Source: an optimization exercise on an open RTL-to-GDS flow (aim: small area, a short achievable clock period and few clock cycles per item). Production flows keep margins and buffers that such runs may drop.
The RTL was checked by simulation tests, not by an equivalence proof against the original design.
Power figures rest on the tool's default switching activity, not on a simulated workload.

== exp/maple ==
Design noise_estimation_top, start of the top module:
module noise_estimation_top (
	input  logic        clk,
	input  logic        rst_n,
	input  logic        start_of_frame,
	input  logic [2:0]  blocks_log2,
	input  logic        sample_valid,
	input  logic [7:0]  sample_data,
	output logic        sample_ready,
	output logic        block_stat_valid,
	output logic [27:0] block_stat,    
	output logic        noise_valid,
	output logic [20:0] noise_result   
);
	assign sample_ready = 1'b1;
	logic       v0;       
	logic [7:0] x0;       
	always_ff @(posedge clk or negedge rst_n) begin
		if (!rst_n) v0 <= 1'b0;
		else        v0 <= sample_valid;
	end
	always_ff @(posedge clk)
		x0 <= sample_valid ? sample_data : 8'd0;
	logic [5:0]  cnt;       
	logic        sof_q;     
	logic        blk_last;  
	logic        clr;
	logic [13:0] s_acc;     
	logic [13:0] s_next;
	logic [19:0] qs, qc;    
	logic [19:0] qs_g, qc_g;
	logic [19:0] qs_n, qc_n;
	assign blk_last = v0 && (&cnt);
	assign clr      = blk_last || sof_q;
	always_ff @(posedge clk or negedge rst_n) begin
		if (!rst_n) begin
			cnt   <= '0;
			sof_q <= 1'b0;
		end else begin
			sof_q <= start_of_frame;
			if (v0) cnt <= cnt + 1'b1;
		end
	end
	assign qs_g   = qs;
	assign qc_g   = qc;
	assign s_next = s_acc + {6'd0, x0};
	logic cs0;
	logic cs1;
	logic cs2;
	logic cs3;
	logic cs4;
	logic cs5;
	logic cs6;
	logic cs7;
	logic cs8;
	logic cs9;
	logic cs10;
	logic cs11;
	logic cs12;
	logic cs13;
	logic cs14;
	logic cs15;
	logic cs16;
	logic cs17;
	logic cs18;
	logic cs19;
	logic cs20;
	logic cs21;
	logic cs22;
	logic cs23;
	logic cs24;
	logic cs25;
  ...
Settings: LEC_CHECK=0, CAP_MARGIN=20, CORE_MARGIN=2, CORE_UTILIZATION=60, CTS_BUF_LIST=sky130_fd_sc_hd__clkbuf_4 sky130_fd_sc_hd__clkbuf_8, SLEW_MARGIN=20; clock period 8.0 ns.
standard.sh (not shown) runs the stock make flow with config.mk's settings and CLKGATE_MAP_FILE= SYNTH_SCRIPT=/design/flow/synth_recipe.tcl, a recipe that flattens the netlist after the stock synthesis.
==> flow/flow/run.sh <==
#!/bin/bash
# The standard layout (standard.sh: the ORFS flow and synthesis, unchanged) with three
# settings the flow's own config cannot express:
#  - ports buffered with a plain buffer instead of the slow delay cell buffer_ports picks;
#  - clock tree built without dummy loads;
set -euo pipefail
export BUFFER_PORTS_ARGS="-buffer_cell sky130_fd_sc_hd__buf_1"
export CTS_ARGS="-sink_clustering_enable -repair_clock_nets -dont_use_dummy_load -buf_list {sky130_fd_sc_hd__clkbuf_4 sky130_fd_sc_hd__clkbuf_8}"
export SETUP_SLACK_MARGIN=5.3
bash standard.sh > standard.log 2>&1
exp/maple ran to completion and came out clean on the timing, DRC and antenna checks.
Testbench counts of exp/maple, summed over its fixed seeds: cycles 38,461, samples 36,864.
--- input diff exp/maple..exp/pepper ---
==> flow/flow/run.sh <==
#!/bin/bash
# The standard layout (standard.sh: the ORFS flow and synthesis, unchanged) with three
# settings the flow's own config cannot express:
#  - ports buffered with a plain buffer instead of the slow delay cell buffer_ports picks;
#  - clock tree built without dummy loads, from a strong root buffer;
set -euo pipefail
export BUFFER_PORTS_ARGS="-buffer_cell sky130_fd_sc_hd__buf_1"
export CTS_ARGS="-sink_clustering_enable -repair_clock_nets -dont_use_dummy_load -root_buf sky130_fd_sc_hd__clkbuf_16 -buf_list {sky130_fd_sc_hd__clkbuf_8}"
export SETUP_SLACK_MARGIN=5.3
bash standard.sh > standard.log 2>&1
## What came out
Share of the final layout cell area in multi-input gates in exp/pepper vs exp/maple: up 0.24 points
exp/pepper vs exp/maple — overall power of the completed layout rose 0.0095 mW.
exp/maple and exp/pepper ended up with roughly the same clock skew.
The hold slack of exp/maple and that of exp/pepper are within noise of each other.
noise_result[2] as the endpoint of the most critical setup path was reported by exp/pepper, and block_stat[22] by exp/maple.
On global-route wire length before repair, exp/maple tracks exp/pepper almost exactly.
Of exp/pepper and exp/maple, exp/pepper shows the lower via count, with exp/maple above it.
Any difference in global-route usage between exp/pepper and exp/maple is small enough to ignore.
In the reports for exp/pepper and exp/maple, the larger portion of the clock cycle consumed by the worst path in the final layout belongs to exp/maple.
The following lists how exp/xenon was set up differently from exp/pepper:
diff --git a/flow/flow/run.sh b/flow/flow/run.sh
--- a/flow/flow/run.sh
+++ b/flow/flow/run.sh
@@ -7,4 +7,4 @@
 export BUFFER_PORTS_ARGS="-buffer_cell sky130_fd_sc_hd__buf_1"
 export CTS_ARGS="-sink_clustering_enable -repair_clock_nets -dont_use_dummy_load -root_buf sky130_fd_sc_hd__clkbuf_16 -buf_list {sky130_fd_sc_hd__clkbuf_8}"
-export SETUP_SLACK_MARGIN=5.3
+export SETUP_SLACK_MARGIN=5.4
 bash standard.sh > standard.log 2>&1
[summary]
- Looking at maximum fanout along the worst path, exp/xenon sits 1 below exp/pepper.
- Mean routed wirelength per cell: exp/xenon vs exp/pepper up about 1.4%
- exp/xenon reports its destination of the critical timing path as block_stat[22] while exp/pepper reports noise_result[2].
- Min fraction of cell area in non-clock buffers across exp/pepper and exp/xenon: exp/pepper
- Looking at arrival time of the worst setup path, exp/xenon sits 0.04 ns lower than exp/pepper does.
- exp/pepper -> exp/xenon: detailed-route vias per instance flat
- Going from exp/pepper to exp/xenon, clock power held steady; total design power now sits higher; post-layout worst setup margin now sits higher; non-clock buffer count now sits higher; internal reg-to-reg setup slack rose 0.09 ns.
- The wire length on met3 in exp/xenon sits 14 µm above the value recorded for exp/pepper.

========
run 1:
noise_estimation_top, a different RTL version from the one above (not shown whole).
For scale: roughly 67 I/O pins, roughly 0.0078 mm2 of cells after synthesis.
==> flow/config.mk <==
export PLATFORM = sky130hd
export DESIGN_NAME = noise_estimation_top
export DESIGN_NICKNAME = noise_estimation_top
export VERILOG_FILES = /design/flow/design.v
export SDC_FILE = /design/flow/constraint.sdc
export NUM_CORES = 4
export LEC_CHECK = 0
export CAP_MARGIN = 20
export CORE_MARGIN = 2
export CORE_UTILIZATION = 60
export CTS_BUF_LIST = sky130_fd_sc_hd__clkbuf_4 sky130_fd_sc_hd__clkbuf_8
export GPL_TIMING_DRIVEN = 0
export SLEW_MARGIN = 20
==> flow/constraint.sdc <==
create_clock -name core_clock -period 8.0 [get_ports {clk}]
set_input_delay 1.6000 -clock core_clock [delete_from_list [all_inputs] [get_ports {clk}]]
set_output_delay 1.6000 -clock core_clock [all_outputs]
set_load 0.01 [all_outputs]
==> flow/flow/run.sh <==
#!/bin/bash
# The standard layout (standard.sh: the ORFS flow and synthesis, unchanged) with three
# settings the flow's own config cannot express:
#  - ports buffered with a plain buffer instead of the slow delay cell buffer_ports picks;
#  - clock tree built without dummy loads, from a strong root buffer;
set -euo pipefail
export BUFFER_PORTS_ARGS="-buffer_cell sky130_fd_sc_hd__buf_1"
export CTS_ARGS="-sink_clustering_enable -repair_clock_nets -dont_use_dummy_load -root_buf sky130_fd_sc_hd__clkbuf_16 -buf_list {sky130_fd_sc_hd__clkbuf_8}"
export SETUP_SLACK_MARGIN=5.3
bash standard.sh > standard.log 2>&1
Testbench counts of run 1, summed over its fixed seeds: cycles 38,461, samples 36,864.
### run 1 -> run 2
- a change of CORE_UTILIZATION from 60 to 75
- an added PLACE_DENSITY of 0.75
- a deleted GPL_TIMING_DRIVEN that had been 0
Taking run 1 as the reference, in run 2 HPWL reported at the end of detailed placement down 6.7%, area of all placed cells without fillers lost 4.1%, vias after detailed routing has decreased, wire length of the first global-routing pass -4.8%, count of cell instances traversed by the critical path now smaller. Endpoint of the worst setup timing path: noise_result[11] -> run 1, block_stat_valid -> run 2. Run 2 reports a higher multi-input logic area than run 1 does. Summary of run 2 over run 1: global-route usage saw an increase; number of input and output port buffers inserted saw little to no change; clock network power saw little to no change. Relative to run 1, worst hold margin has gone up in run 2.
Modified inputs, run 3 compared to run 2
- clearing PLACE_DENSITY, which used to be 0.75
- swapping 75 for 60 in CORE_UTILIZATION
Findings:
The more densely filled core belongs to run 2, not run 3.
Per-cell via count in the routed design, run 3 vs run 2: down by a few percent
Compared run 3 against run 2; proportion of cell area spent on the clock network within noise.
Run 3 has more setup slack than run 2.
Against run 2, run 3 reports a cell area after layout that is higher.
Diff run 2..run 3 | proportion of power drawn by flip-flops and latches | negligible
Comparing run 3 and run 2, the lower sequential share of layout area is on run 3.
Hold slack: run 3 and run 2 compared, higher one is run 2
Routed wire in run 3 totals less than in run 2.

==> re-timing with driven ports <==
The flow's constraints put no driver on any port. The routed layouts listed below were extracted and timed again, unchanged, in two steps.
Step 1: set_driving_cell puts a clkbuf_16 on clk and a buf_2 on each other input, an assumption about the parent block.
Step 2 adds t to the input delays and takes it off the output delays; t is the mean of the earliest and latest rising clock arrival at the registers after step 1. Input paths then give back, and output paths get back, about the clock's delay inside the block.
Slacks: ideal / step 1 / step 2; pairs: ideal / step 1.
run	t (ns)	setup slack, ns	worst hold slack (ns)	worst setup path after step 2
exp/maple	0.477	5.360 / 5.323 / 5.442	0.389 / 0.389 / 0.389	register to register
exp/pepper	0.409	5.390 / 5.348 / 5.444	0.389 / 0.389 / 0.389	register to register
exp/xenon	0.409	5.430 / 5.388 / 5.526	0.393 / 0.393 / 0.393	register to register
run 1	0.400	5.380 / 5.338 / 5.526	0.393 / 0.393 / 0.393	register to register
run 2	0.409	5.390 / 5.349 / 5.516	0.408 / 0.408 / 0.408	register to register
run 3	0.404	5.396 / 5.352 / 5.526	0.404 / 0.404 / 0.404	register to register
After both steps every run listed still meets setup and hold.
